From an optimization exercise on the open Yosys and OpenROAD flow, aimed at small area, a short achievable clock period and few clock cycles per item; shortcuts taken in it are not production practice.
The RTL was checked by simulation tests, not by an equivalence proof against the original design.
The clock port is modelled as an ideal driver; clocking choices that lean on that would not hold on a real chip.
Power figures rest on the tool's default switching activity, not on a simulated workload.

==> design.v <==
`timescale 1ns / 1ps
package wsht_pkg;
  localparam int unsigned ID_W = 5;
  localparam logic OP_LOAD  = 1'b0;
  localparam logic OP_CLICK = 1'b1;
  typedef struct packed {
    logic probe;   
    logic load;    
    logic move;    
  } wsht_ctrl_t;
endpackage
`timescale 1ns / 1ps
module wsht_cell
#(
  parameter int unsigned COORD_BITS = 12
) (
  input  logic                  clk_i,
  input  logic                  we_i,
  input  logic [COORD_BITS-1:0] xl_i,
  input  logic [COORD_BITS-1:0] yl_i,
  input  logic [COORD_BITS-1:0] xh_i,
  input  logic [COORD_BITS-1:0] yh_i,
  input  logic [COORD_BITS-1:0] px_i,
  input  logic [COORD_BITS-1:0] py_i,
  output logic [3:0]            hit_o    
);
  logic [COORD_BITS-1:0] xl_q, yl_q, xh_q, yh_q;
  logic                  ge_xl, le_xh, ge_yl, le_yh;
  wsht_ge #(.W(COORD_BITS)) u_ge_xl (.a_i(px_i), .b_i(xl_q), .ge_o(ge_xl));
  wsht_ge #(.W(COORD_BITS)) u_le_xh (.a_i(xh_q), .b_i(px_i), .ge_o(le_xh));
  wsht_ge #(.W(COORD_BITS)) u_ge_yl (.a_i(py_i), .b_i(yl_q), .ge_o(ge_yl));
  wsht_ge #(.W(COORD_BITS)) u_le_yh (.a_i(yh_q), .b_i(py_i), .ge_o(le_yh));
  assign hit_o = {le_yh, ge_yl, le_xh, ge_xl};
  always_ff @(posedge clk_i) begin
    if (we_i) begin
      xl_q <= xl_i;
      yl_q <= yl_i;
      xh_q <= xh_i;
      yh_q <= yh_i;
    end
  end
endmodule
module wsht_ge
#(
  parameter int unsigned W = 12
) (
  input  logic [W-1:0] a_i,
  input  logic [W-1:0] b_i,
  output logic         ge_o
);
  localparam int unsigned L = (W > 1) ? $clog2(W) : 1;
  logic [W-1:0] gt [L+1];
  logic [W-1:0] gq [L+1];
  assign gt[0] = a_i & ~b_i;
  assign gq[0] = a_i | ~b_i;
  for (genvar l = 0; l < L; l++) begin : g_lvl
    localparam int unsigned N = (W + (1 << l) - 1) >> l;
    for (genvar k = 0; k < W; k++) begin : g_rng
      if (2 * k + 1 < N) begin : g_join
        assign gt[l+1][k] = gt[l][2*k+1] | (gq[l][2*k+1] & gt[l][2*k]);
        assign gq[l+1][k] = gt[l][2*k+1] | (gq[l][2*k+1] & gq[l][2*k]);
      end else if (2 * k < N) begin : g_pass
        assign gt[l+1][k] = gt[l][2*k];
        assign gq[l+1][k] = gq[l][2*k];
      end else begin : g_none
        assign gt[l+1][k] = 1'b0;
        assign gq[l+1][k] = 1'b0;
      end
    end
  end
  assign ge_o = gq[L][0];
endmodule
`timescale 1ns / 1ps
module window_stack_hit_test_move_to_front_top
#(
  parameter int unsigned MAX_WINDOWS = 16,
  parameter int unsigned COORD_BITS  = 12
) (
  input  logic                  clk_i,
  input  logic                  rst_ni,
  input  logic                  in_valid_i,
  output logic                  in_ready_o,
  input  logic                  in_operation_i,
  input  logic [COORD_BITS-1:0] in_x_low_i,
  input  logic [COORD_BITS-1:0] in_y_low_i,
  input  logic [COORD_BITS-1:0] in_x_high_i,
  input  logic [COORD_BITS-1:0] in_y_high_i,
  output logic                  out_valid_o,
  input  logic                  out_ready_i,
  output logic [4:0]            out_window_id_o,
  output logic                  out_ignored_o,
  output logic                  out_store_full_o
);
  localparam int unsigned NW   = MAX_WINDOWS;
  localparam int unsigned ID_W = wsht_pkg::ID_W;
  logic                  busy_q;       
  logic                  accept;
  logic [NW-1:0]         used_q;       
  logic [NW-1:0]         free_first;   
  logic [3:0]            hit_b [NW];
  logic                  is_full;
  logic                  is_load;
  assign accept  = in_valid_i && !busy_q;
  logic [NW-1:0] wr_slot_q;
  logic [NW-1:0] used_d;
  logic          busy_d;
  assign is_load = (in_operation_i == wsht_pkg::OP_LOAD);
  assign is_full = used_q[NW-1];
  for (genvar i = 0; i < NW; i++) begin : g_slot
    if (i == 0) begin : g_first
      assign free_first[i] = !used_q[i];
    end else begin : g_rest
      assign free_first[i] = !used_q[i] && used_q[i-1];
    end
    wsht_cell #(
      .COORD_BITS (COORD_BITS)
    ) u_cell (
      .clk_i   (clk_i),
      .we_i    (in_valid_i && is_load && wr_slot_q[i]),
      .xl_i    (in_x_low_i),
      .yl_i    (in_y_low_i),
      .xh_i    (in_x_high_i),
      .yh_i    (in_y_high_i),
      .px_i    (in_x_low_i),
      .py_i    (in_y_low_i),
      .hit_o   (hit_b[i])
    );
  end
  logic [3:0]    hb_q [NW];     
  logic          s2_click_q;    
  logic          s2_load_q;     
  logic          s2_full_q;     
  assign used_d = (accept && is_load) ? {used_q[NW-2:0], 1'b1} : used_q;
  always_ff @(posedge clk_i or negedge rst_ni) begin
    if (!rst_ni) begin
      used_q     <= '0;
      wr_slot_q  <= NW'(1);
      s2_click_q <= 1'b0;
      s2_load_q  <= 1'b0;
      s2_full_q  <= 1'b0;
    end else begin
      s2_click_q <= accept && !is_load;
      s2_load_q  <= accept && is_load && !is_full;
      s2_full_q  <= accept && is_load && is_full;
      used_q     <= used_d;
      for (int i = 0; i < NW; i++) begin
        wr_slot_q[i] <= !busy_d && !used_d[i] && (i == 0 || used_d[(i + NW - 1) % NW]);
      end
    end
  end
  always_ff @(posedge clk_i) begin
    for (int i = 0; i < NW; i++) hb_q[i] <= {hit_b[i][3:1], hit_b[i][0] & used_q[i]};
  end
  logic [NW-1:0] above_q [NW];
  logic [NW-1:0] hit;           
  logic [NW-1:0] newest;        
  logic [NW-1:0] blocked;       
  logic [NW-1:0] top;           
  for (genvar i = 0; i < NW; i++) begin : g_newest
    if (i == NW - 1) begin : g_last
      assign newest[i] = used_q[i];
    end else begin : g_rest
      assign newest[i] = used_q[i] && !used_q[i+1];
    end
  end
  for (genvar i = 0; i < NW; i++) begin : g_hit
    assign hit[i] = &hb_q[i];
  end
  logic [NW-1:0] above_n [NW];
  logic [NW-1:0] top_q;
  for (genvar i = 0; i < NW; i++) begin : g_row
    for (genvar j = 0; j < NW; j++) begin : g_col
      if (j > i) begin : g_pair
        assign above_n[i][j] = top_q[i] | (above_q[i][j] & ~top_q[j]);
        always_ff @(posedge clk_i) begin
          above_q[i][j] <= above_n[i][j];
        end
      end else begin : g_none
        assign above_n[i][j] = 1'b0;
      end
    end
  end
  always_comb begin
    for (int i = 0; i < NW; i++) begin
      blocked[i] = 1'b0;
      for (int j = 0; j < NW; j++) begin
        if (j < i) blocked[i] = blocked[i] | (hit[j] &  above_n[j][i]);
        if (j > i) blocked[i] = blocked[i] | (hit[j] & ~above_n[i][j]);
      end
    end
  end
  assign top = ({NW{s2_click_q}} & hit & ~blocked) | ({NW{s2_load_q}} & newest);
  logic          s3_valid_q;
  logic          s3_ign_q;
  logic          s3_full_q;
  always_ff @(posedge clk_i or negedge rst_ni) begin
    if (!rst_ni) begin
      s3_valid_q <= 1'b0;
    end else begin
      s3_valid_q <= s3_next;
    end
  end
  always_ff @(posedge clk_i) begin
    top_q     <= top;
    s3_ign_q  <= s2_click_q && !(|hit);
    s3_full_q <= s2_full_q;
  end
  logic [ID_W-1:0] res_id;
  always_comb begin
    res_id = '0;
    for (int i = 0; i < NW; i++) begin
      if (top_q[i]) res_id = res_id | ID_W'(i + 1);
    end
  end
  localparam int unsigned QD = 4;
  localparam int unsigned EW = ID_W + 2;
  logic [EW-1:0] q_data [QD];
  logic [QD-1:0] q_valid;
  logic [EW-1:0] sh_data [QD];
  logic [QD-1:0] sh_valid;
  logic [EW-1:0] nx_data [QD];
  logic [QD-1:0] nx_valid;
  logic          pop;
  logic          put;
  assign pop = q_valid[0] && out_ready_i;
  always_comb begin
    for (int k = 0; k < QD; k++) begin
      if (pop) begin
        sh_data[k]  = (k + 1 < QD) ? q_data[(k + 1) % QD] : q_data[k];
        sh_valid[k] = (k + 1 < QD) ? q_valid[(k + 1) % QD] : 1'b0;
      end else begin
        sh_data[k]  = q_data[k];
        sh_valid[k] = q_valid[k];
      end
    end
    put = s3_valid_q;
    for (int k = 0; k < QD; k++) begin
      nx_data[k]  = sh_data[k];
      nx_valid[k] = sh_valid[k];
      if (put && !sh_valid[k]) begin
        nx_data[k]  = {res_id, s3_ign_q, s3_full_q};
        nx_valid[k] = 1'b1;
        put         = 1'b0;
      end
    end
  end
  logic s2_next, s3_next;
  assign s2_next = accept;
  assign s3_next = s2_click_q || s2_load_q || s2_full_q;
  assign busy_d = nx_valid[QD-1]
               || (nx_valid[QD-2] && (s2_next || s3_next))
               || (nx_valid[QD-3] && s2_next && s3_next);
  always_ff @(posedge clk_i or negedge rst_ni) begin
    if (!rst_ni) begin
      q_valid <= '0;
      busy_q  <= 1'b0;
    end else begin
      q_valid <= nx_valid;
      busy_q  <= busy_d;
    end
  end
  always_ff @(posedge clk_i) begin
    for (int k = 0; k < QD; k++) q_data[k] <= nx_data[k];
  end
  assign in_ready_o       = !busy_q;
  assign out_valid_o      = q_valid[0];
  assign out_window_id_o  = q_data[0][EW-1:2];
  assign out_ignored_o    = q_data[0][1];
  assign out_store_full_o = q_data[0][0];
endmodule
==> flow/run.sh <==
#!/bin/bash
# Standard layout (the standard.sh, standard synthesis unchanged) with two
# resizer options changed: repair may swap a cell for any footprint, and the
# port buffers are plain buffers instead of delay cells.
set -uo pipefail
bash standard.sh MATCH_CELL_FOOTPRINT=0 \
  "BUFFER_PORTS_ARGS=-buffer_cell sky130_fd_sc_hd__buf_4" \
  finish > standard.log 2>&1
==> standard.sh <==
#!/bin/bash
# synth_recipe.tcl (not shown) runs the flow's synth.tcl, then flattens the netlist and writes it again
# the make line also repeats each setting of config.mk as NAME=value (left out here)
make -C /OpenROAD-flow-scripts/flow DESIGN_CONFIG=/design/flow/config.mk WORK_HOME=/design/flow/orfs CLKGATE_MAP_FILE= SYNTH_SCRIPT=/design/flow/synth_recipe.tcl "${@:-finish}"
==> config.mk <==
export PLATFORM = sky130hd
export DESIGN_NAME = window_stack_hit_test_move_to_front_top
export DESIGN_NICKNAME = window_stack_hit_test_move_to_front_top
export VERILOG_FILES = /design/flow/design.v
export SDC_FILE = /design/flow/constraint.sdc
export NUM_CORES = 4
export LEC_CHECK = 0
export CAP_MARGIN = 20
export CORE_MARGIN = 2
export CORE_UTILIZATION = 40
export CTS_CLUSTER_DIAMETER = 120
export CTS_CLUSTER_SIZE = 22
export PLACE_DENSITY = 0.6
export SETUP_SLACK_MARGIN = 2.3
export SLEW_MARGIN = 20
==> constraint.sdc <==
create_clock -name core_clock -period 4.5 [get_ports {clk_i}]
set_input_delay 0.9000 -clock core_clock [delete_from_list [all_inputs] [get_ports {clk_i}]]
set_output_delay 0.9000 -clock core_clock [all_outputs]
set_load 0.01 [all_outputs]
==> results of run 1 <==
==> path summary, 6_finish.rpt <==
kind,startpoint,to,slack [ps]
setup / recovery,in_valid_i,g_slot[10].u_cell.xh_q[1]$_DFFE_PP_,2250
hold / removal,rst_ni,q_valid[0]$_DFF_PN0_,180
setup reg to reg,hb_q[7][3]$_DFF_P_,top_q[3]$_DFF_P_,2270
hold reg to reg,s2_full_q$_DFF_PN0_,s3_full_q$_DFF_P_,370
max in group asynchronous,rst_ni,wr_slot_q[0]$_DFF_PN1_,3930
min in group core_clock,s2_full_q$_DFF_PN0_,s3_full_q$_DFF_P_,370
==> worst max-delay path, delay by kind of cell <==
family	cells	cell delay [ps]
simple gates	2	1530
buf+inv	1	100
==> cell type report <==
class,instances,area (sq um)
Clock buffer,93,1490
Multi-Input combinational cell,2240,15000
Inverter,273,1080
Clock inverter,6,86.3
Sequential cell,1039,29000
Fill cell,10300,63200
Timing Repair Buffer,118,1010
Tap cell,1500,1880
==> stage by stage <==
stage,hold slack (ps),worst slack [ps],util (%)
2_1_floorplan,339,2260,-
3_3_place_gp,344,1310,42.2
3_5_place_dp,349,1300,42.2
4_1_cts,170,2120,43.7
5_1_grt,214,2230,43.9
6_report,182,2250,43.9
==> layer usage <==
layer / track usage [%] / up-vias / part of all wire (%)
met4: 7.08 / 0 / 3.2
met3: 3.93 / 227 / 8.1
li1: - / 14200 / -
met1: 32.7 / 15600 / 46
met5: 0 / - / 0
met2: 32.8 / 1254 / 43
==> power by group through the flow <==
stage	logic [W]	registers, W	clock network, W
after global placement	0.00377	0.0126	0
after CTS	0.00388	0.0124	0.00553
after detailed placement	0.00382	0.0126	0
after global routing	0.00429	0.0125	0.00585
after floorplan	0.00257	0.0122	0
final	0.00399	0.0124	0.00540
==> Yosys cell counts (10+ instances only) <==
cell type and n:
and2_1 17, o21ai_0 121, inv_1 261, clkbuf_1 148, a31oi_1 77, nor4b_1 13, clkinv_1 11, nand3b_1 10
a21oi_1 198, o221ai_1 53, nor2b_1 154, dfxtp_1 202, a22oi_1 81, maj3_2 23, a22o_1 36, nand2_1 231
a211o_1 16, buf_2 14, mux2_2 20, a21o_1 88, nor2_1 173, o22ai_1 77, a2bb2oi_1 34, edfxtp_1 796
o211ai_1 50, buf_1 27, and4_1 16, a21boi_0 13, nand4_1 55, o2111ai_1 105, a221oi_1 25, o21a_1 15
nor3_1 46, a2111oi_0 24, a311oi_1 20, dfrtp_1 40, maj3_1 166, and3b_1 15, nand2b_1 178, nand3_1 15
==> kinds of logic after synthesis <==
kind of cell    share of synthesized area, %
mux                                    0.495
fa+ha+maj                               4.22
simple gates                            11.1
flops                                   63.6
buf+inv                                 3.93
compound gates                          16.7
==> sequential cells by signal, summed over array words and instances (netlist names), 16 cells and up <==
| name | count |
|---|---|
| g_slot.u_cell.xh_q | 192 |
| g_slot.u_cell.xl_q | 192 |
| g_slot.u_cell.yh_q | 192 |
| g_slot.u_cell.yl_q | 192 |
| above_q | 120 |
| hb_q | 64 |
| q_data | 28 |
| top_q | 16 |
| used_q | 16 |
| wr_slot_q | 16 |
==> timing repair <==
item / CTS / global route
endpoints found under the setup margin: 396 / 293
pin swaps: 1 / 4
gates resized for setup: 38 / 40
buffers inserted: 8 / 13
hold buffers: 0 / 0
gates cloned: 1 / 1
==> insert_results.sql, run 1 <==
INSERT INTO impl_metrics (metric_group, metric, value, unit) VALUES
('route', 'drc', '0', ''),
('cts', 'cts-htree-levels', '2', ''),
('synth', 'post_synth.cell_area_avg', '12.2', 'sq um'),
('power', 'combPwrFrac', '18.3', '%'),
('final_layout', 'fin_nets', '3778', ''),
('timing', 'grt_setup_unrepaired', 'yes', ''),
('cts', 'tritoncts', 'built', ''),
('power', 'cellPowerDensity', '440', 'nW/um^2'),
('power', 'power.total', '0.0218', 'W'),
('power', 'switching_power', '0.00648', 'W'),
('synth', 'library_cell_with_the_largest_summed_area_after_synthesis', 'edfxtp_1', ''),
('setup_path', 'worstPathCellList', 'buf_4, nor2b_4, and2_2', ''),
('global_route', 'largest_net_degree_at_the_start_of_global_routing', '63', ''),
('final_layout', 'final_common_cell', 'edfxtp_1', ''),
('floorplan', 'floorplan.die_area', '117000', 'sq um'),
('power', 'leakagePower', '17.0', 'nW'),
('final_layout', 'post-route-cell-area', '49500', 'sq um'),
('placement', 'post_dp_cell_area', '47500', 'sq um'),
('synth', 'synth.cell_area', '45500', 'sq um'),
('final_layout', 'diodes', '0', ''),
('global_route', 'grt-ovfl-total', '0', ''),
('synth', 'dominantRegCellSynth', 'edfxtp_1', ''),
('floorplan', 'std_cell_core_area', '113000', 'sq um'),
('global_route', 'antenna_found_initial', '1', ''),
('timing', 'max-slew-margin-rel', '31.3', '%'),
('route', 'routed_wl', '133000', 'um'),
('synth', 'yosys_warning_count', '18', ''),
('synth', 'syn-instance-count', '3743', ''),
('cts', 'clk_latency', '710', 'ps'),
('timing', 'timing.final.max_slew_violations', '0', ''),
('cts', 'ctsLongestPathBuffers', '3', ''),
('synth', 'yosys_register_bits', '1039', ''),
('timing', 'finalWorstPathRequiredPeriod', '2250', 'ps'),
('final_layout', 'area_growth', '8.74', '%'),
('cts', 'cts_inserted_buffers', '53', ''),
('global_route', 'grt_pass1_wl', '193000', 'um'),
('setup_path', 'crit_path_start_kind', 'input port', ''),
('synth', 'seq_area_frac_synth', '63.6', '%'),
('power', 'power.clock.fraction', '24.8', '%'),
('floorplan', 'fp.dieW', '341', 'um'),
('status', 'run_status', 'finished clean', ''),
('synth', 'synth.net_count', '3796', ''),
('route', 'number_of_detailed_route_iterations_in_the_first_pass', '7', ''),
('setup_path', 'timing.critical_path.required', '4810', 'ps'),
('placement', 'gp_routability_congestion', '0.955', ''),
('min_path', 'timing.hold.worst.class', 'in -> async', ''),
('floorplan', 'io_pins', '62', ''),
('final_layout', 'final_cell_count_no_fill', '5269', ''),
('placement', 'dpl.cell_count', '5147', ''),
('setup_path', 'path_max_fanout', '24', ''),
('timing', 'setup-tns-final', '0', 'ps'),
('power', 'p_seq_share', '56.9', '%'),
('setup_path', 'crit_path_top_delay_cell', 'and2_2', ''),
('floorplan', 'initial_core_util', '40.4', '%'),
('timing', 'layout_worst_path_cycle_share', '50.0', '%'),
('final_layout', 'layout-drive-gt1-share', '8.57', '%'),
('synth', 'yosys-top-cells-area', 'edfxtp_1 53%, dfxtp_1 8.9%, maj3_1 3.7%', ''),
('placement', 'numPortBuffers', '61', ''),
('route', 'via_count', '31200', ''),
('setup_path', 'worst_r2r_path_depth', '5', ''),
('cts', 'cts_root_buf', 'clkbuf_16', ''),
('timing', 'hold_violations', '0', ''),
('synth', 'synth-async-reset-ratio', '3.95', '%'),
('cts', 'cts.clk_slew.worst_paths', '90', 'ps'),
('power', 'p_int', '0.0153', 'W'),
('power', 'vdd_ir_drop_max', '0.000318', 'V'),
('synth', 'netlist.area_leader.share', '52.5', '%'),
('timing', 'max_slew.worst_pin.slew', '1020', 'ps'),
('synth', 'yosys.cell_types.count', '67', ''),
('setup_path', 'worst_setup_path_end_kind', 'register', ''),
('global_route', 'total_routing_usage_gr', '22.1', '%');
Testbench counts, summed over its fixed seeds: cycles 4,824, items 4,800.
==> run 2, diff against run 1 <==
==> flow/run.sh (replaced) <==
#!/bin/bash
# Standard layout (the standard.sh, standard synthesis unchanged) with
# resizer options changed: repair may swap a cell for any footprint, the
# port buffers are plain buffers instead of delay cells, and after CTS the
# setup repair runs a few more passes (flow/post_cts.tcl).
set -uo pipefail
bash standard.sh MATCH_CELL_FOOTPRINT=0 \
  "BUFFER_PORTS_ARGS=-buffer_cell sky130_fd_sc_hd__buf_4" \
  "POST_CTS_TCL=$PWD/flow/post_cts.tcl" \
  finish > standard.log 2>&1
==> flow/post_cts.tcl (new file) <==
# Extra setup repair passes after CTS: the single pass in cts.tcl stops
# early, well short of the setup margin. Placement is legalized afterwards.
estimate_parasitics -placement
for {set pass 0} {$pass < 3} {incr pass} {
  repair_timing -setup -setup_margin $::env(SETUP_SLACK_MARGIN) \
    -repair_tns 100 -verbose
}
detailed_placement
check_placement -verbose
estimate_parasitics -placement
report_worst_slack -max
==> insert_results.sql, run 2 <==
INSERT INTO impl_metrics (metric_group, metric, value, unit) VALUES
('status', 'run_status', 'finished clean', ''),
('power', 'p_int', '0.0153', 'W'),
('route', 'vias_per_cell', '5.92', ''),
('final_layout', 'layout.filler_cells', '10300', ''),
('final_layout', 'layout.cells.most_common_list', '796 x edfxtp_1, 249 x inv_1, 231 x nand2_1', ''),
('global_route', 'largest_net_degree_at_the_start_of_global_routing', '63', ''),
('final_layout', 'final_cell_count_no_fill', '5275', ''),
('setup_path', 'worst-setup-path-type', 'reg -> reg', ''),
('synth', 'yosys.area_share.xor_xnor', '0', '%'),
('power', 'cellPowerDensity', '440', 'nW/um^2'),
('synth', 'ys_top_cells_by_count', '796 x edfxtp_1, 261 x inv_1, 231 x nand2_1', ''),
('floorplan', 'floorplan.die_area', '117000', 'sq um'),
('placement', 'gp_routability_congestion', '0.955', ''),
('route', 'routed_wl', '133000', 'um'),
('power', 'netSwitchingFraction', '29.8', '%'),
('placement', 'numPortBuffers', '61', ''),
('setup_path', 'crit_path_start_kind', 'register', ''),
('floorplan', 'initial_core_util', '40.4', '%'),
('global_route', 'antenna_found_initial', '1', ''),
('route', 'routed_wire_length_per_instance', '25.3', 'um'),
('synth', 'yosys.cell_types.count', '67', ''),
('synth', 'synth-async-reset-ratio', '3.95', '%'),
('synth', 'yosys_register_bits', '1039', ''),
('setup_path', 'worst_r2r_startpoint', 'top_q[11]$_DFF_P_', ''),
('synth', 'syn-instance-count', '3743', ''),
('setup_path', 'worst_r2r_path_depth', '6', ''),
('timing', 'finClkSkew', '50.0', 'ps'),
('floorplan', 'fp.dieW', '341', 'um'),
('global_route', 'total_routing_usage_gr', '22.1', '%'),
('power', 'combPwrFrac', '18.4', '%'),
('setup_path', 'critPathLaunch', 'top_q[11]$_DFF_P_', ''),
('synth', 'seq_area_frac_synth', '63.6', '%'),
('global_route', 'via_count_of_the_first_global_routing_pass', '28900', ''),
('timing', 'max_slew.worst_pin.slew', '1020', 'ps'),
('floorplan', 'std_cell_core_area', '113000', 'sq um'),
('synth', 'dominantRegCellSynth', 'edfxtp_1', ''),
('timing', 'finalWorstPathRequiredPeriod', '2250', 'ps'),
('power', 'power.clock.fraction', '24.8', '%'),
('timing', 'max-slew-margin-rel', '31.3', '%'),
('final_layout', 'post-route-util', '44.0', '%'),
('synth', 'yosys-mux-area-fraction', '0.495', '%'),
('final_layout', 'final_common_cell', 'edfxtp_1', ''),
('synth', 'netlist.area_leader.share', '52.5', '%'),
('power', 'power.total', '0.0218', 'W'),
('synth', 'synth_most_common_cell', 'edfxtp_1', ''),
('setup_path', 'worst_setup_path_end_kind', 'register', ''),
('synth', 'synthSimpleGateAreaFrac', '11.1', '%'),
('placement', 'dpl.cell_count', '5147', ''),
('route', 'number_of_detailed_route_iterations_in_the_first_pass', '8', ''),
('synth', 'yosys_warning_count', '18', ''),
('setup_path', 'cp_data_arrival_time', '2870', 'ps'),
('cts', 'cts.clk_slew.worst_paths', '90', 'ps'),
('flow_run', 'timing.max_cap.violations', '0', ''),
('synth', 'synth.net_count', '3796', ''),
('global_route', 'grt_pass1_wl', '194000', 'um'),
('cts', 'clock_net_sink_count', '1039', ''),
('power', 'vdd_ir_drop_max', '0.000313', 'V'),
('cts', 'tritoncts', 'built', ''),
('route', 'drc', '0', ''),
('timing', 'setup-tns-final', '0', 'ps'),
('synth', 'synth_edf_count', '796', ''),
('cts', 'clk_latency', '710', 'ps'),
('min_path', 'timing.hold.worst.class', 'in -> async', ''),
('route', 'route.antenna.remaining_nets', '0', ''),
('synth', 'library_cell_with_the_largest_summed_area_after_synthesis', 'edfxtp_1', ''),
('placement', 'dp.final_hpwl', '82300', 'um'),
('floorplan', 'num_rows', '123', ''),
('synth', 'yosys.area_share.adder', '4.22', '%'),
('timing', 'timing.final.max_slew_violations', '0', ''),
('setup_path', 'capture_point_of_the_worst_reg_to_reg_path', 'top_q[11]$_DFF_P_', ''),
('power', 'switching_power', '0.00650', 'W'),
('synth', 'synth-compound-area-share', '16.7', '%'),
('final_layout', 'fin_nets', '3784', ''),
('synth', 'post_synth.cell_area_avg', '12.2', 'sq um'),
('timing', 'fmaxAchievable', '445', 'MHz'),
('route', 'drt_iter0_drc', '3566', ''),
('final_layout', 'diodes', '0', ''),
('floorplan', 'io_pins', '62', ''),
('power', 'leakagePower', '17.0', 'nW'),
('timing', 'grt_setup_unrepaired', 'yes', ''),
('final_layout', 'area_growth', '8.87', '%'),
('timing', 'hold_violations', '0', ''),
('synth', 'synth.cell_area', '45500', 'sq um'),
('synth', 'synth_top_family_by_area', 'compound AO/OA/AOI/OAI gates', ''),
('route', 'via_count', '31200', ''),
('setup_path', 'path_max_fanout', '6', ''),
('timing', 'report.final.setup_viol', '0', ''),
('timing', 'layout_worst_path_cycle_share', '49.9', '%'),
('global_route', 'grt-ovfl-total', '0', ''),
('synth', 'yosys-top-cells-area', 'edfxtp_1 53%, dfxtp_1 8.9%, maj3_1 3.7%', ''),
('power', 'p_seq_share', '56.8', '%'),
('setup_path', 'timing.reg2reg.setup_slack', '2250', 'ps'),
('setup_path', 'timing.critical_path.required', '5130', 'ps'),
('final_layout', 'layout-drive-gt1-share', '8.69', '%'),
('floorplan', 'die-height', '341', 'um');
-- run 2: routing by layer --
| layer | GRT usage, % | vias to the layer above | wire length (um) | share of wire (%) |
|---|---|---|---|---|
| li1 | - | 14200 | - | - |
| met1 | 32.7 | 15500 | 60500 | 45 |
| met5 | 0 | - | 10 | 0.0075 |
| met2 | 32.8 | 1332 | 57000 | 43 |
| met4 | 7.03 | 2 | 4400 | 3.3 |
| met3 | 4.02 | 237 | 11300 | 8.5 |
-- run 2: logic make-up after synthesis --
group,Yosys count
compound gates,1076
simple gates,953
buf+inv,466
fa+ha+maj,189
flops,1039
mux,20
-- run 2: area by class of cell --
class	count	area [sq um]	share of cell area [%]
Tap cell	1500	1880	3.79
Clock inverter	6	86.3	0.174
Sequential cell	1039	29000	58.5
Clock buffer	93	1490	3.00
Timing Repair Buffer	123	1060	2.14
Inverter	273	1080	2.19
Multi-Input combinational cell	2241	15000	30.2
-- run 2: how the worst max path moves through the flow --
stage / depth (start not counted) / end / slack, ps
after floorplan: 8 / hb_q[9][0]$_DFF_P_ / 2260
after global placement: 7 / hb_q[7][1]$_DFF_P_ / 1310
after detailed placement: 8 / hb_q[5][2]$_DFF_P_ / 1300
after global routing: 3 / g_slot[12].u_cell.xh_q[5]$_DFFE_PP_ / 2230
final: 6 / top_q[11]$_DFF_P_ / 2250
-- run 2: through the flow --
step / setup slack [ps] / hold WS, ps / area, sq um
finish: 2250 / 182 / 49600
global route: 2230 / 214 / 49600
detailed placement: 1300 / 349 / 47500
global placement: 1310 / 344 / 47500
floorplan: 2260 / 339 / 45700
-- run 2: worst max-delay path, cell delays in order, from the launching register on --
cell and delay [ps]:
dfxtp_1 590, clkinvlp_4 270, a21o_1 270, a22oi_1 210
o221ai_1 220, a2111oi_4 450, a32o_1 170
-- run 2: power by group through the flow --
stage          Sequential, W  Clock, W  Combinational (W)
2_1_floorplan         0.0122         0            0.00257
3_3_place_gp          0.0126         0            0.00377
3_5_place_dp          0.0126         0            0.00382
5_1_grt               0.0125   0.00585            0.00431
6_report              0.0124   0.00541            0.00401
==> run 3, diff against run 2 <==
--- a/config.mk
+++ b/config.mk
@@ -11,5 +11,5 @@
 export CTS_CLUSTER_DIAMETER = 120
 export CTS_CLUSTER_SIZE = 22
 export PLACE_DENSITY = 0.6
-export SETUP_SLACK_MARGIN = 2.3
+export SETUP_SLACK_MARGIN = 2.6
 export SLEW_MARGIN = 20
==> insert_results.sql, run 3 <==
INSERT INTO impl_metrics (metric_group, metric, value, unit) VALUES
('status', 'run_status', 'finished clean', ''),
('synth', 'yosys-top-cells-area', 'edfxtp_1 53%, dfxtp_1 8.9%, maj3_1 3.7%', ''),
('synth', 'synth_top_family_by_area', 'compound AO/OA/AOI/OAI gates', ''),
('synth', 'library_cell_with_the_largest_summed_area_after_synthesis', 'edfxtp_1', ''),
('setup_path', 'timing_endpoint_of_the_critical_path', 'out_window_id_o[3]', ''),
('floorplan', 'initial_core_util', '40.4', '%'),
('final_layout', 'area_growth', '13.6', '%'),
('cts', 'clock_net_sink_count', '1039', ''),
('timing', 'max_slew.worst_pin.slew', '1070', 'ps'),
('synth', 'yosys-mux-area-fraction', '0.495', '%'),
('route', 'via_count', '32100', ''),
('timing', 'finClkSkew', '53.0', 'ps'),
('final_layout', 'layout-drive-gt1-share', '16.5', '%'),
('route', 'number_of_detailed_route_iterations_in_the_first_pass', '8', ''),
('setup_path', 'path_max_fanout', '1', ''),
('setup_path', 'timing.critical_path.required', '3600', 'ps'),
('synth', 'post_synth.cell_area_avg', '12.2', 'sq um'),
('placement', 'dpl.cell_count', '5140', ''),
('synth', 'synth_most_common_cell', 'edfxtp_1', ''),
('final_layout', 'diodes', '0', ''),
('min_path', 'timing.hold.worst.class', 'in -> async', ''),
('cts', 'cts.clk_slew.worst_paths', '90', 'ps'),
('floorplan', 'fp.dieW', '341', 'um'),
('synth', 'synthSimpleGateAreaFrac', '11.1', '%'),
('cts', 'clk_latency', '720', 'ps'),
('placement', 'post_dp_cell_area', '48100', 'sq um'),
('floorplan', 'die-height', '341', 'um'),
('synth', 'synth.cell_area', '45500', 'sq um'),
('synth', 'synth.net_count', '3796', ''),
('final_layout', 'multi_input_comb_area', '16100', 'sq um'),
('setup_path', 'worstPathBufferInverterCount', '1', ''),
('route', 'routed_wire_length_per_instance', '26.4', 'um'),
('final_layout', 'final_cell_count_no_fill', '5361', ''),
('global_route', 'largest_net_degree_at_the_start_of_global_routing', '63', ''),
('final_layout', 'layout.cells.most_common_list', '796 x edfxtp_1, 240 x inv_1, 229 x nand2_1', ''),
('global_route', 'grt-ovfl-total', '0', ''),
('timing', 'whs', '198', 'ps'),
('synth', 'seq_area_frac_synth', '63.6', '%'),
('floorplan', 'io_pins', '62', ''),
('timing', 'finalWorstPathRequiredPeriod', '2140', 'ps'),
('setup_path', 'worst_r2r_path_depth', '6', ''),
('floorplan', 'num_rows', '123', ''),
('synth', 'yosys_warning_count', '18', ''),
('timing', 'fmaxAchievable', '466', 'MHz'),
('final_layout', 'fin_nets', '3871', ''),
('synth', 'synth-compound-area-share', '16.7', '%'),
('timing', 'grt_setup_unrepaired', 'yes', ''),
('route', 'vias_per_cell', '5.99', ''),
('setup_path', 'worstSetupPathDepth', '1', ''),
('timing', 'setup-tns-final', '0', 'ps'),
('setup_path', 'critPathLaunch', 'q_data[0][5]$_DFFE_PP_', ''),
('setup_path', 'timing.reg2reg.setup_slack', '2570', 'ps'),
('global_route', 'total_routing_usage_gr', '23.6', '%'),
('setup_path', 'worst-setup-path-type', 'reg -> out', ''),
('synth', 'yosys.area_share.adder', '4.22', '%'),
('flow_run', 'timing.max_cap.violations', '0', ''),
('floorplan', 'std_cell_core_area', '113000', 'sq um'),
('route', 'routed_wl', '142000', 'um'),
('placement', 'gp_routability_congestion', '0.939', ''),
('global_route', 'antenna_found_initial', '4', ''),
('synth', 'ys_top_cells_by_count', '796 x edfxtp_1, 261 x inv_1, 231 x nand2_1', ''),
('setup_path', 'cp_top_family', 'flip-flops', ''),
('timing', 'layout_worst_path_cycle_share', '47.6', '%'),
('placement', 'numPortBuffers', '61', ''),
('synth', 'yosys.area_share.xor_xnor', '0', '%'),
('synth', 'syn-instance-count', '3743', ''),
('final_layout', 'post-route-cell-area', '51700', 'sq um'),
('timing', 'max-slew-margin-rel', '28.1', '%'),
('setup_path', 'crit_path_start_kind', 'register', ''),
('final_layout', 'final_common_cell', 'edfxtp_1', ''),
('timing', 'timing.final.max_slew_violations', '0', ''),
('synth', 'dominantRegCellSynth', 'edfxtp_1', ''),
('setup_path', 'cp_data_arrival_time', '1240', 'ps'),
('floorplan', 'floorplan.die_area', '117000', 'sq um'),
('route', 'drc', '0', ''),
('final_layout', 'register_area', '29000', 'sq um'),
('timing', 'report.final.setup_viol', '0', ''),
('synth', 'synth-async-reset-ratio', '3.95', '%'),
('setup_path', 'capture_point_of_the_worst_reg_to_reg_path', 'hb_q[13][0]$_DFF_P_', ''),
('power', 'leakagePower', '17.9', 'nW'),
('route', 'route.antenna.remaining_nets', '0', ''),
('final_layout', 'layout.filler_cells', '10100', ''),
('synth', 'netlist.area_leader.share', '52.5', '%'),
('setup_path', 'worstPathCellList', 'buf_6', ''),
('route', 'drt_iter0_drc', '3783', ''),
('setup_path', 'worst_r2r_startpoint', 'g_slot[13].u_cell.xl_q[0]$_DFFE_PP_', ''),
('global_route', 'via_count_of_the_first_global_routing_pass', '29600', ''),
('timing', 'hold_violations', '0', ''),
('cts', 'tritoncts', 'built', ''),
('synth', 'yosys.cell_types.count', '67', ''),
('placement', 'dp.final_hpwl', '80700', 'um'),
('power', 'cellPowerDensity', '432', 'nW/um^2'),
('power', 'vdd_ir_drop_max', '0.000311', 'V'),
('synth', 'yosys_register_bits', '1039', ''),
('setup_path', 'crit_path_top_delay_cell', 'edfxtp_1', ''),
('global_route', 'grt_pass1_wl', '204000', 'um'),
('setup_path', 'critPathMaxStageDelay', '430', 'ps'),
('setup_path', 'worst_setup_path_end_kind', 'primary output', ''),
('synth', 'synth_edf_count', '796', '');
run 3: layer usage:
layer | part of all wire, % | vias up | track usage, %
li1 | - | 14400 | -
met1 | 44 | 16100 | 34.5
met3 | 8.1 | 240 | 3.30
met2 | 44 | 1421 | 35.8
met5 | 0.019 | - | 0
met4 | 3.8 | 6 | 7.94
run 3: worst min-delay path by stage:
| stage | end | cells after the start | start | slack, ps |
|---|---|---|---|---|
| after global routing | q_valid[0]$_DFF_PN0_ | 1 | rst_ni | 220 |
| after floorplan | s3_full_q$_DFF_P_ | 0 | s2_full_q$_DFF_PN0_ | 340 |
| after global placement | s3_full_q$_DFF_P_ | 0 | s2_full_q$_DFF_PN0_ | 340 |
| final | q_valid[0]$_DFF_PN0_ | 1 | rst_ni | 200 |
| after detailed placement | s3_full_q$_DFF_P_ | 0 | s2_full_q$_DFF_PN0_ | 350 |
run 3: area by class of cell:
type	instances	area share, %
clock buffer	93	2.87
clock inverter	5	0.167
inverter	273	2.27
multi-input combinational	2257	31.1
sequential	1039	56.1
tap	1500	3.63
timing repair buffer	188	3.80
timing repair inverter	6	0.0822
run 3: power by group:
part | internal, W | total [W] | leakage, nW | switching [W]
Clock | 0.00229 | 0.00545 | 0.745 | 0.00316
Combinational | 0.00166 | 0.00441 | 7.78 | 0.00275
Sequential | 0.0116 | 0.0125 | 9.41 | 0.000866
run 3: kinds of logic (layout without fill, tap and decap cells):
logic type	after synthesis	in the layout
buf+inv	466	565
fa+ha+maj	189	189
compound gates	1076	1076
simple gates	953	972
flops	1039	1039
mux	20	20
run 3: through the flow:
stage | util [%] | total power [W] | worst slack (ps)
after floorplan | - | 0.0149 | 2260
after global placement | 42.7 | 0.0164 | 1090
after detailed placement | 42.7 | 0.0165 | 1100
after global routing | 45.9 | 0.0232 | 2310
final | 45.9 | 0.0224 | 2360
==> run 4, diff against run 3 <==
--- a/config.mk
+++ b/config.mk
@@ -11,5 +11,5 @@
 export CTS_CLUSTER_DIAMETER = 120
 export CTS_CLUSTER_SIZE = 22
 export PLACE_DENSITY = 0.6
-export SETUP_SLACK_MARGIN = 2.6
+export SETUP_SLACK_MARGIN = 2.45
 export SLEW_MARGIN = 20
==> insert_results.sql, run 4 <==
INSERT INTO impl_metrics (metric_group, metric, value, unit) VALUES
('status', 'run_status', 'finished clean', ''),
('floorplan', 'floorplan.die_area', '117000', 'sq um'),
('synth', 'synth_edf_count', '796', ''),
('timing', 'grt_setup_unrepaired', 'yes', ''),
('global_route', 'antenna_found_initial', '1', ''),
('synth', 'library_cell_with_the_largest_summed_area_after_synthesis', 'edfxtp_1', ''),
('synth', 'synth.net_count', '3796', ''),
('timing', 'timing.final.max_slew_violations', '0', ''),
('timing', 'whs', '187', 'ps'),
('synth', 'netlist.area_leader.share', '52.5', '%'),
('global_route', 'largest_net_degree_at_the_start_of_global_routing', '69', ''),
('floorplan', 'std_cell_core_area', '113000', 'sq um'),
('setup_path', 'cp_top_family', 'flip-flops', ''),
('cts', 'cts.clk_slew.worst_paths', '90', 'ps'),
('synth', 'syn-instance-count', '3743', ''),
('min_path', 'timing.hold.worst.class', 'in -> async', ''),
('setup_path', 'timing.critical_path.required', '3600', 'ps'),
('setup_path', 'worstPathCellList', 'inv_2, buf_6', ''),
('setup_path', 'worst_setup_path_end_kind', 'primary output', ''),
('global_route', 'grt-ovfl-total', '0', ''),
('setup_path', 'crit_path_top_delay_cell', 'dfrtp_1', ''),
('synth', 'synth.cell_area', '45500', 'sq um'),
('placement', 'gp_routability_congestion', '0.947', ''),
('power', 'combPwrFrac', '18.7', '%'),
('setup_path', 'cp_data_arrival_time', '1240', 'ps'),
('timing', 'hold_violations', '0', ''),
('synth', 'synth-async-reset-ratio', '3.95', '%'),
('floorplan', 'num_rows', '123', ''),
('timing', 'max_slew.worst_pin.slew', '989', 'ps'),
('cts', 'clk_latency', '710', 'ps'),
('cts', 'tritoncts', 'built', ''),
('setup_path', 'worst-setup-path-type', 'reg -> out', ''),
('setup_path', 'worst_r2r_startpoint', 'hb_q[1][3]$_DFF_P_', ''),
('synth', 'yosys_warning_count', '18', ''),
('setup_path', 'timing.reg2reg.setup_slack', '2420', 'ps'),
('synth', 'post_synth.cell_area_avg', '12.2', 'sq um'),
('power', 'power.clock.fraction', '24.7', '%'),
('route', 'routed_wire_length_per_instance', '24.7', 'um'),
('setup_path', 'critPathLaunch', 'busy_q$_DFF_PN0_', ''),
('placement', 'numPortBuffers', '61', ''),
('route', 'drc', '0', ''),
('synth', 'yosys-top-cells-area', 'edfxtp_1 53%, dfxtp_1 8.9%, maj3_1 3.7%', ''),
('global_route', 'grt_pass1_wl', '193000', 'um'),
('floorplan', 'initial_core_util', '40.4', '%'),
('timing', 'finClkSkew', '38.6', 'ps'),
('synth', 'yosys.cell_types.count', '67', ''),
('setup_path', 'worstPathBufferInverterCount', '2', ''),
('synth', 'seq_area_frac_synth', '63.6', '%'),
('final_layout', 'final_common_cell', 'edfxtp_1', ''),
('power', 'vdd_ir_drop_max', '0.000322', 'V'),
('timing', 'max-slew-margin-rel', '33.3', '%'),
('route', 'via_count', '31100', ''),
('placement', 'dp.final_hpwl', '80900', 'um'),
('floorplan', 'io_pins', '62', ''),
('floorplan', 'fp.dieW', '341', 'um'),
('power', 'cellPowerDensity', '437', 'nW/um^2'),
('timing', 'setup-tns-final', '0', 'ps'),
('floorplan', 'die-height', '341', 'um'),
('setup_path', 'worst_r2r_path_depth', '4', ''),
('final_layout', 'area_growth', '9.78', '%'),
('synth', 'ys_top_cells_by_count', '796 x edfxtp_1, 261 x inv_1, 231 x nand2_1', ''),
('setup_path', 'critPathMaxStageDelay', '380', 'ps'),
('route', 'vias_per_cell', '5.89', ''),
('synth', 'dominantRegCellSynth', 'edfxtp_1', ''),
('timing', 'layout_worst_path_cycle_share', '47.5', '%'),
('route', 'routed_wl', '130000', 'um'),
('timing', 'report.final.setup_viol', '0', ''),
('synth', 'synth_most_common_cell', 'edfxtp_1', ''),
('route', 'drt_iter0_drc', '3345', ''),
('final_layout', 'fin_nets', '3799', ''),
('cts', 'clock_net_sink_count', '1039', ''),
('final_layout', 'layout.cells.most_common_list', '796 x edfxtp_1, 245 x inv_1, 231 x nand2_1', ''),
('power', 'switching_power', '0.00646', 'W'),
('power', 'p_int', '0.0154', 'W'),
('setup_path', 'path_max_fanout', '2', ''),
('power', 'netSwitchingFraction', '29.6', '%'),
('power', 'leakagePower', '17.2', 'nW'),
('power', 'p_seq_share', '56.6', '%'),
('global_route', 'via_count_of_the_first_global_routing_pass', '29300', ''),
('route', 'route.antenna.remaining_nets', '0', ''),
('timing', 'finalWorstPathRequiredPeriod', '2140', 'ps'),
('final_layout', 'layout-drive-gt1-share', '11.0', '%'),
('synth', 'yosys_register_bits', '1039', ''),
('global_route', 'total_routing_usage_gr', '21.9', '%'),
('route', 'number_of_detailed_route_iterations_in_the_first_pass', '7', ''),
('timing', 'fmaxAchievable', '468', 'MHz'),
('flow_run', 'timing.max_cap.violations', '0', ''),
('setup_path', 'crit_path_start_kind', 'register', ''),
('setup_path', 'capture_point_of_the_worst_reg_to_reg_path', 'top_q[6]$_DFF_P_', ''),
('final_layout', 'layout.filler_cells', '10300', '');
## run 4: worst reg2reg max path, stage by stage (launching register included)
cell and delay [ps]:
dfxtp_1 510, nand4_1 650, o22ai_1 440, nor4_2 130, a32o_1 230
## run 4: through the flow
step	power (W)	utilization (%)	cells	instance area [sq um]	setup slack, ps
floorplan	0.0148	-	3743	46100	2260
global placement	0.0163	42.3	5142	47700	1260
detailed placement	0.0164	42.3	5142	47700	1220
global route	0.0227	44.4	5284	50000	2280
finish	0.0218	44.4	5285	50000	2360
## run 4: final cells by class
type	count	area, sq um	share of cell area [%]
antenna	1	2.50	0.00501
clock buffer	88	1460	2.92
clock inverter	5	83.8	0.168
inverter	273	1120	2.25
multi-input combinational	2238	15200	30.4
sequential	1039	29000	58.0
tap	1500	1880	3.76
timing repair buffer	137	1210	2.42
timing repair inverter	4	27.5	0.0551
## run 4: layer usage
layer  vias to the layer above  GRT usage [%]  part of all wire (%)
li1                      14200              -                     -
met1                     15300           32.2                    45
met2                      1319           32.9                    43
met3                       244           3.54                   8.3
met4                         2           6.98                   3.5
met5                         -              0                 0.010
## run 4: how the worst max path moves through the flow
stage / to / slack [ps] / cells after the start
6_report: in_ready_o / 2360 / 2
5_1_grt: in_ready_o / 2280 / 2
3_5_place_dp: hb_q[15][0]$_DFF_P_ / 1220 / 8
3_3_place_gp: hb_q[12][1]$_DFF_P_ / 1260 / 9
2_1_floorplan: hb_q[9][0]$_DFF_P_ / 2260 / 8
## run 4: cells by family (layout without fill, tap and decap cells)
group | after synthesis | count (layout) | share of synthesized area (%)
buffers and inverters | 466 | 507 | 3.93
AO/OA/AOI/OAI | 1076 | 1076 | 16.7
flip-flops | 1039 | 1039 | 63.6
other | 0 | 1 | 0
multiplexers | 20 | 20 | 0.495
adder cells (fa/ha/maj) | 189 | 189 | 4.22
AND/OR/NAND/NOR | 953 | 953 | 11.1
## run 4: power groups by stage
stage | logic [W] | registers [W] | clock network (W)
floorplan | 0.00263 | 0.0122 | 0
finish | 0.00407 | 0.0124 | 0.00540
detailed placement | 0.00383 | 0.0125 | 0
global placement | 0.00378 | 0.0125 | 0
global route | 0.00441 | 0.0125 | 0.00586

==> re-timing with driven ports <==
In the flow no input, the clock included, has a driving cell. The finished layouts below were timed again as built, in two steps.
Step 1: set_driving_cell puts a clkbuf_16 on clk_i and a buf_2 on each other input, an assumption about the parent block.
Step 2, shift: input delay + t, output delay - t, t = (earliest + latest rising clock arrival at the registers) / 2. This alone moves slack from input paths to output paths.
Three values: ideal, step 1, step 2; two values: the first two.
run	shift t [ns]	setup slack, ns	latest minus earliest clock arrival (ns)
run 1	0.760	2.251 / 2.255 / 1.494	0.057 / 0.057
run 2	0.756	2.255 / 2.255 / 1.511	0.053 / 0.053
run 3	0.766	2.356 / 2.281 / 1.770	0.058 / 0.058
run 4	0.758	2.364 / 2.299 / 1.710	0.043 / 0.042
After both steps setup and hold are still met in every run listed. The setup slack of run 1, which loses most, moves by +0.004 ns with the drivers and by -0.757 ns with both steps.
